Source: an optimization exercise on an open RTL-to-GDS flow (aim: small area, a short achievable clock period and few clock cycles). Production flows keep margins and buffers that such runs may drop. RTL that was checked went through simulation tests only; none was proved equivalent to the original.

Setup of v20:
Design mandel_render_top, start of the top module:
module mandel_render_top #(
    parameter int IMG_W = 8,
    parameter int IMG_H = 6
) (
    input  logic                                 clk,
    input  logic                                 reset,
    input  logic                                 cfg_sen,
    input  logic                                 cfg_sclk,
    input  logic                                 cfg_sdata,
    output logic                                 pixel_valid,
    output logic [mandel_fixed_pkg::PIX_WIDTH-1:0] pixel_count,
    output logic                                 frame_done,
    output logic                                 busy
);
For scale: roughly 12 I/O pins.
==> flow/config.mk <==
export PLATFORM = sky130hd
export DESIGN_NAME = mandel_render_top
export DESIGN_NICKNAME = mandel_render_top
export VERILOG_FILES = /design/flow/design.v
export SDC_FILE = /design/flow/constraint.sdc
export NUM_CORES = 4
export LEC_CHECK = 0
export ABC_AREA = 1
export CAP_MARGIN = 20
export CORE_MARGIN = 2
export CORE_UTILIZATION = 40
export CTS_CLUSTER_DIAMETER = 150
export CTS_CLUSTER_SIZE = 20
export GPL_ROUTABILITY_DRIVEN = 0
export SLEW_MARGIN = 20
==> flow/constraint.sdc <==
create_clock -name core_clock -period 9.0 [get_ports {clk}]
set_input_delay 1.8000 -clock core_clock [delete_from_list [all_inputs] [get_ports {clk}]]
set_output_delay 1.8000 -clock core_clock [all_outputs]
set_load 0.01 [all_outputs]
standard.sh (not shown) runs the stock make flow with config.mk's settings and CLKGATE_MAP_FILE= SYNTH_SCRIPT=/design/flow/synth_recipe.tcl, a recipe that flattens the netlist after the stock synthesis.
==> flow/flow/run.sh <==
#!/bin/bash
set -euo pipefail
R="$PWD/orfs/results/$FLOW_PLATFORM/mandel_render_top/base"
bash standard.sh "$R/1_2_yosys.v" > synth_make.log 2>&1
cp "$R/1_2_yosys.v" yosys_netlist_before_polarity.v
python3 flow/polarity.py "$R/1_2_yosys.v" > polarity.log 2>&1
bash standard.sh finish SETUP_SLACK_MARGIN=6.0 > layout_make.log 2>&1
Other scripts of this flow, unchanged in this note and not shown: flow/flow/polarity.py
Looking at the reports, v20 completed the entire flow and the layout it produced met the timing, design-rule and antenna checks.
Testbench counts of v20, summed over its fixed seeds: cycles 220,512.
Input-level comparison between v42 and v20:
# v20
export LEC_CHECK = 0
export ABC_AREA = 1
export CAP_MARGIN = 20
export CORE_MARGIN = 2
export CORE_UTILIZATION = 40
export CTS_CLUSTER_DIAMETER = 150
export CTS_CLUSTER_SIZE = 20
export GPL_ROUTABILITY_DRIVEN = 0
export SLEW_MARGIN = 20
create_clock -name core_clock -period 9.0 [get_ports {clk}]
# v42
export LEC_CHECK = 0
export ABC_AREA = 1
export CAP_MARGIN = 20
export CORE_MARGIN = 2
export CORE_UTILIZATION = 55
export CTS_CLUSTER_DIAMETER = 150
export CTS_CLUSTER_SIZE = 20
export PLACE_DENSITY = 0.7
export SLEW_MARGIN = 20
create_clock -name core_clock -period 9.0 [get_ports {clk}]
--- outcome ---
The clock tree buffer count of the final layout of v42 is higher than that of v20.
Compare v20 and v42 | met2 usage lower: v20
Utilization v20 -> v42: up
Looking at maximum fanout count along the critical path, v42 sits 1 below v20.
Maximum number of pins on one net before global-route repair, v42 vs v20: up by more than 10%
Comparing v20 and v42, worst hold slack after final layout is lower on v20.
v42 vs v20: number of rows in the core area down in v42
When v42 is set beside v20, its number of nets in the layout turns out to be about 1.1% larger.
In the flow results for v20 and v42, the wire length per cell after detailed routing is smaller on v20.
[inputs] v48 vs v42
# v42
export LEC_CHECK = 0
export ABC_AREA = 1
export CAP_MARGIN = 20
export CORE_MARGIN = 2
export CORE_UTILIZATION = 55
export CTS_CLUSTER_DIAMETER = 150
export CTS_CLUSTER_SIZE = 20
export PLACE_DENSITY = 0.7
export SLEW_MARGIN = 20
create_clock -name core_clock -period 9.0 [get_ports {clk}]
# v48
export LEC_CHECK = 0
export ABC_AREA = 1
export CAP_MARGIN = 20
export CORE_MARGIN = 2
export CORE_UTILIZATION = 40
export CTS_CLUSTER_DIAMETER = 150
export CTS_CLUSTER_SIZE = 20
export SLEW_MARGIN = 20
create_clock -name core_clock -period 9.0 [get_ports {clk}]
diff --git a/flow/flow/run.sh b/flow/flow/run.sh
--- a/flow/flow/run.sh
+++ b/flow/flow/run.sh
@@ -6,2 +6,2 @@
 python3 flow/polarity.py "$R/1_2_yosys.v" > polarity.log 2>&1
-bash standard.sh finish SETUP_SLACK_MARGIN=6.0 > layout_make.log 2>&1
+bash standard.sh finish SETUP_SLACK_MARGIN=6.15 > layout_make.log 2>&1
## What came out
v48 has completed all stages; timing, DRC and antenna checks passed. Between v42 and v48, hold slack decreased. [compare] base=v42 new=v48: combined area of the multi-input logic cells moved up, met2 layer usage reported by global route went down by 5.9 points.
### v48 -> v15
diff --git a/flow/flow/run.sh b/flow/flow/run.sh
--- a/flow/flow/run.sh
+++ b/flow/flow/run.sh
@@ -6,2 +6,2 @@
 python3 flow/polarity.py "$R/1_2_yosys.v" > polarity.log 2>&1
-bash standard.sh finish SETUP_SLACK_MARGIN=6.15 > layout_make.log 2>&1
+bash standard.sh finish SETUP_SLACK_MARGIN=6.0 > layout_make.log 2>&1
### Flow results
Having completed the whole flow, v15 delivered a layout that passed the timing, design-rule and antenna checks. v15 vs v48: critical path data arrival time up. v48 -> v15: total congestion overflow delta 0, exact match. v15 vs v48, clock-buffer cell count went down by about 4.5%. v15 ends up with lower final worst-path setup slack than v48 does. Between v48 and v15, the flow reports total via count after detailed routing decreasing by a few percent.

---

mandel_render_top, a different RTL version from the one above (not shown whole).
Size in the first run: about 1300 cells after synthesis, ~220 flip-flops, about 12 I/O pins.
export LEC_CHECK = 0
export CAP_MARGIN = 20
export CORE_MARGIN = 2
export CORE_UTILIZATION = 40
export SETUP_SLACK_MARGIN = 5
export SLEW_MARGIN = 20
create_clock -name core_clock -period 9.0 [get_ports {clk}]
run.sh (not shown) runs the stock make flow with config.mk's settings and CLKGATE_MAP_FILE= SYNTH_SCRIPT=/design/flow/synth_recipe.tcl, a recipe that flattens the netlist after the stock synthesis.
Stock flow here: none of the scripts above is used.
The first run completed with no timing, DRC or antenna violations.
Rerun with:
==> flow/flow/run.sh (new file) <==
#!/bin/bash
set -euo pipefail
bash standard.sh finish SETUP_SLACK_MARGIN=6.3 > standard_flow.log 2>&1
==> flow/standard.sh (new file) <==
#!/bin/bash
# synth_recipe.tcl (not shown) runs the flow's synth.tcl, then flattens the netlist and writes it again
# the make line also repeats each setting of config.mk as NAME=value (left out here)
make -C /OpenROAD-flow-scripts/flow DESIGN_CONFIG=/design/flow/config.mk WORK_HOME=/design/flow/orfs CLKGATE_MAP_FILE= SYNTH_SCRIPT=/design/flow/synth_recipe.tcl "${@:-finish}"
- SETUP_SLACK_MARGIN: 5 -> not set
removed: flow/run.sh
The changed run ran to the end with no violations.
Cell area rose by 14%.
Via count rose by 8.9%.
Synthesized cell count is unchanged.
Worst setup slack gets better by 0.32 ns.
Wire length rose by 13%.
Die area stays the same.
Critical path depth rose by 1.
Cell count rose by 6.6%.
Function was not checked in any run of this note: the RTL went through the layout flow alone.

---

## main
mandel_render_top with an RTL version that a note above also has.
Size in the first run: roughly 1300 cells after synthesis, roughly 12 I/O pins, roughly 0.014 mm2 of cells after synthesis.
Settings: LEC_CHECK=0, ABC_AREA=1, CAP_MARGIN=10, CORE_MARGIN=2, CORE_UTILIZATION=40, CTS_CLUSTER_DIAMETER=150, CTS_CLUSTER_SIZE=20, SLEW_MARGIN=10; clock period 9.0 ns.
standard.sh (not shown) runs the stock make flow with config.mk's settings and CLKGATE_MAP_FILE= SYNTH_SCRIPT=/design/flow/synth_recipe.tcl, a recipe that flattens the netlist after the stock synthesis.
==> flow/flow/run.sh <==
#!/bin/bash
set -euo pipefail
R="$PWD/orfs/results/$FLOW_PLATFORM/mandel_render_top/base"
bash standard.sh "$R/1_2_yosys.v" > synth_make.log 2>&1
cp "$R/1_2_yosys.v" yosys_netlist_before_polarity.v
python3 flow/polarity.py "$R/1_2_yosys.v" > polarity.log 2>&1
bash standard.sh finish SETUP_SLACK_MARGIN=6.0 > layout_make.log 2>&1
Other scripts of this flow, unchanged in this note and not shown: flow/flow/polarity.py
Testbench counts of main, summed over its fixed seeds: cycles 220,512.
Inputs modified between main and the feature branch:
Settings: SLEW_MARGIN now 20, was 10; CAP_MARGIN now 20, was 10.
diff --git a/flow/flow/run.sh b/flow/flow/run.sh
--- a/flow/flow/run.sh
+++ b/flow/flow/run.sh
@@ -6,2 +6,2 @@
 python3 flow/polarity.py "$R/1_2_yosys.v" > polarity.log 2>&1
-bash standard.sh finish SETUP_SLACK_MARGIN=6.0 > layout_make.log 2>&1
+bash standard.sh finish SETUP_SLACK_MARGIN=6.0 "BUFFER_PORTS_ARGS=-buffer_cell sky130_fd_sc_hd__buf_4" > layout_make.log 2>&1
Findings:
Measured against each other, the feature branch and main differ in fmax, the lower figure coming from the feature branch. Compared with main, in the feature branch routed wire length lost 860 um; number of buffers added for setup after CTS rose 1.

---

Setup of sierra:
Another version of the RTL of mandel_render_top (not shown whole).
Size in the first run: roughly 1300 cells after synthesis, roughly 12 I/O pins, ~14000 sq um of cells after synthesis.
// mandel_render_top
module mandel_render_top #(
    parameter int IMG_W = 8,
    parameter int IMG_H = 6
) (
    input  logic                                 clk,
    input  logic                                 reset,
    input  logic                                 cfg_sen,
    input  logic                                 cfg_sclk,
    input  logic                                 cfg_sdata,
    output logic                                 pixel_valid,
    output logic [mandel_fixed_pkg::PIX_WIDTH-1:0] pixel_count,
    output logic                                 frame_done,
    output logic                                 busy
);
==> flow/config.mk <==
export PLATFORM = sky130hd
export DESIGN_NAME = mandel_render_top
export DESIGN_NICKNAME = mandel_render_top
export VERILOG_FILES = /design/flow/design.v
export SDC_FILE = /design/flow/constraint.sdc
export NUM_CORES = 4
export LEC_CHECK = 0
export CAP_MARGIN = 20
export CORE_MARGIN = 2
export CORE_UTILIZATION = 40
export SLEW_MARGIN = 20
==> flow/constraint.sdc <==
create_clock -name core_clock -period 9.0 [get_ports {clk}]
set_input_delay 1.8000 -clock core_clock [delete_from_list [all_inputs] [get_ports {clk}]]
set_output_delay 1.8000 -clock core_clock [all_outputs]
set_load 0.01 [all_outputs]
==> flow/flow/run.sh <==
#!/bin/bash
set -euo pipefail
bash standard.sh finish SETUP_SLACK_MARGIN=6.0 > standard_flow.log 2>&1
Testbench counts of sierra, summed over its fixed seeds: cycles 220,512.
Input changes introduced in pepper (baseline for comparison: sierra):
Settings: SETUP_SLACK_MARGIN now 5, previously not set.
==> flow/run.sh (new file) <==
#!/bin/bash
# synth_recipe.tcl (not shown) runs the flow's synth.tcl, then flattens the netlist and writes it again
# the make line also repeats each setting of config.mk as NAME=value (left out here)
make -C /OpenROAD-flow-scripts/flow DESIGN_CONFIG=/design/flow/config.mk WORK_HOME=/design/flow/orfs CLKGATE_MAP_FILE= SYNTH_SCRIPT=/design/flow/synth_recipe.tcl finish
removed: flow/flow/run.sh
removed: flow/standard.sh
Notes after the runs:
The flow did not stop early for pepper: all stages ran, and the layout cleared the timing, design-rule and antenna checks.
sierra completed; timing, DRC and antenna clean
pepper packs its core more loosely than sierra.
Of pepper and sierra, it is pepper that has the lower via count.
In pepper the total wire length turned out about 5% lower than in sierra.
| number of gates on the worst path with buffers counted | higher: pepper |
In pepper relative to sierra, non-clock buffer count had gone down by more than half.
### pepper -> xenon
Settings: a deleted SETUP_SLACK_MARGIN that had been 5.
==> flow/flow/run.sh (new file) <==
#!/bin/bash
set -euo pipefail
bash standard.sh finish SETUP_SLACK_MARGIN=5.5 > standard_flow.log 2>&1
==> flow/standard.sh (new file) <==
#!/bin/bash
# synth_recipe.tcl (not shown) runs the flow's synth.tcl, then flattens the netlist and writes it again
# the make line also repeats each setting of config.mk as NAME=value (left out here)
make -C /OpenROAD-flow-scripts/flow DESIGN_CONFIG=/design/flow/config.mk WORK_HOME=/design/flow/orfs CLKGATE_MAP_FILE= SYNTH_SCRIPT=/design/flow/synth_recipe.tcl "${@:-finish}"
removed: flow/run.sh
==> comparison <==
- xenon and pepper all finish clean.
- [compare] base=pepper new=xenon: global-route usage over all layers increased 0.24 points.
- The slew at the pin closest to its max-slew limit reported for xenon is smaller than that of pepper by 0.082 ns.
- Relative to pepper, the count of cells along the worst register-to-register path of xenon is lower by 3.
- In terms of met2 capacity usage during global routing, pepper and xenon differ only marginally.
- On sequential share of layout area, xenon and pepper are neck and neck.

-- separate check: timing with driven ports --
In the flow no input, the clock included, has a driving cell. The finished layouts below were timed again as built, in two steps. Step 1, drivers: a clkbuf_16 drives clk and a buf_2 each remaining input, both assumed. Step 2 also shifts input and output timing later by t, the mid clock arrival at the registers, as if the neighbouring blocks saw the same clock. Slacks: ideal ports / drivers / drivers and shift; pairs: ideal ports / drivers.
run | t (ns) | setup WS [ns] | slew at the worst register clock pin (ns) | worst data-port slew with drivers (ns)
v20 | 0.544 | 6.073 / 6.054 / 6.073 | 0.10 / 0.10 | 0.03
v42 | 0.524 | 6.027 / 6.027 / 6.027 | 0.09 / 0.09 | 0.03
v48 | 0.528 | 6.147 / 6.136 / 6.147 | 0.10 / 0.10 | 0.03
v15 | 0.544 | 6.073 / 6.054 / 6.073 | 0.10 / 0.10 | 0.03
the first run of note 2 | 0.590 | 5.273 / 5.273 / 5.273 | 0.06 / 0.06 | 0.03
the second run of note 2 | 0.573 | 5.590 / 5.590 / 5.590 | 0.06 / 0.06 | 0.03
main | 0.524 | 6.081 / 6.078 / 6.081 | 0.09 / 0.09 | 0.03
the feature branch | 0.534 | 6.039 / 6.039 / 6.039 | 0.10 / 0.10 | 0.03
sierra | 0.583 | 6.012 / 6.012 / 6.012 | 0.07 / 0.07 | 0.03
pepper | 0.586 | 5.137 / 5.137 / 5.137 | 0.06 / 0.06 | 0.03
xenon | 0.589 | 5.537 / 5.537 / 5.537 | 0.06 / 0.06 | 0.03
After both steps every run listed still meets setup and hold.
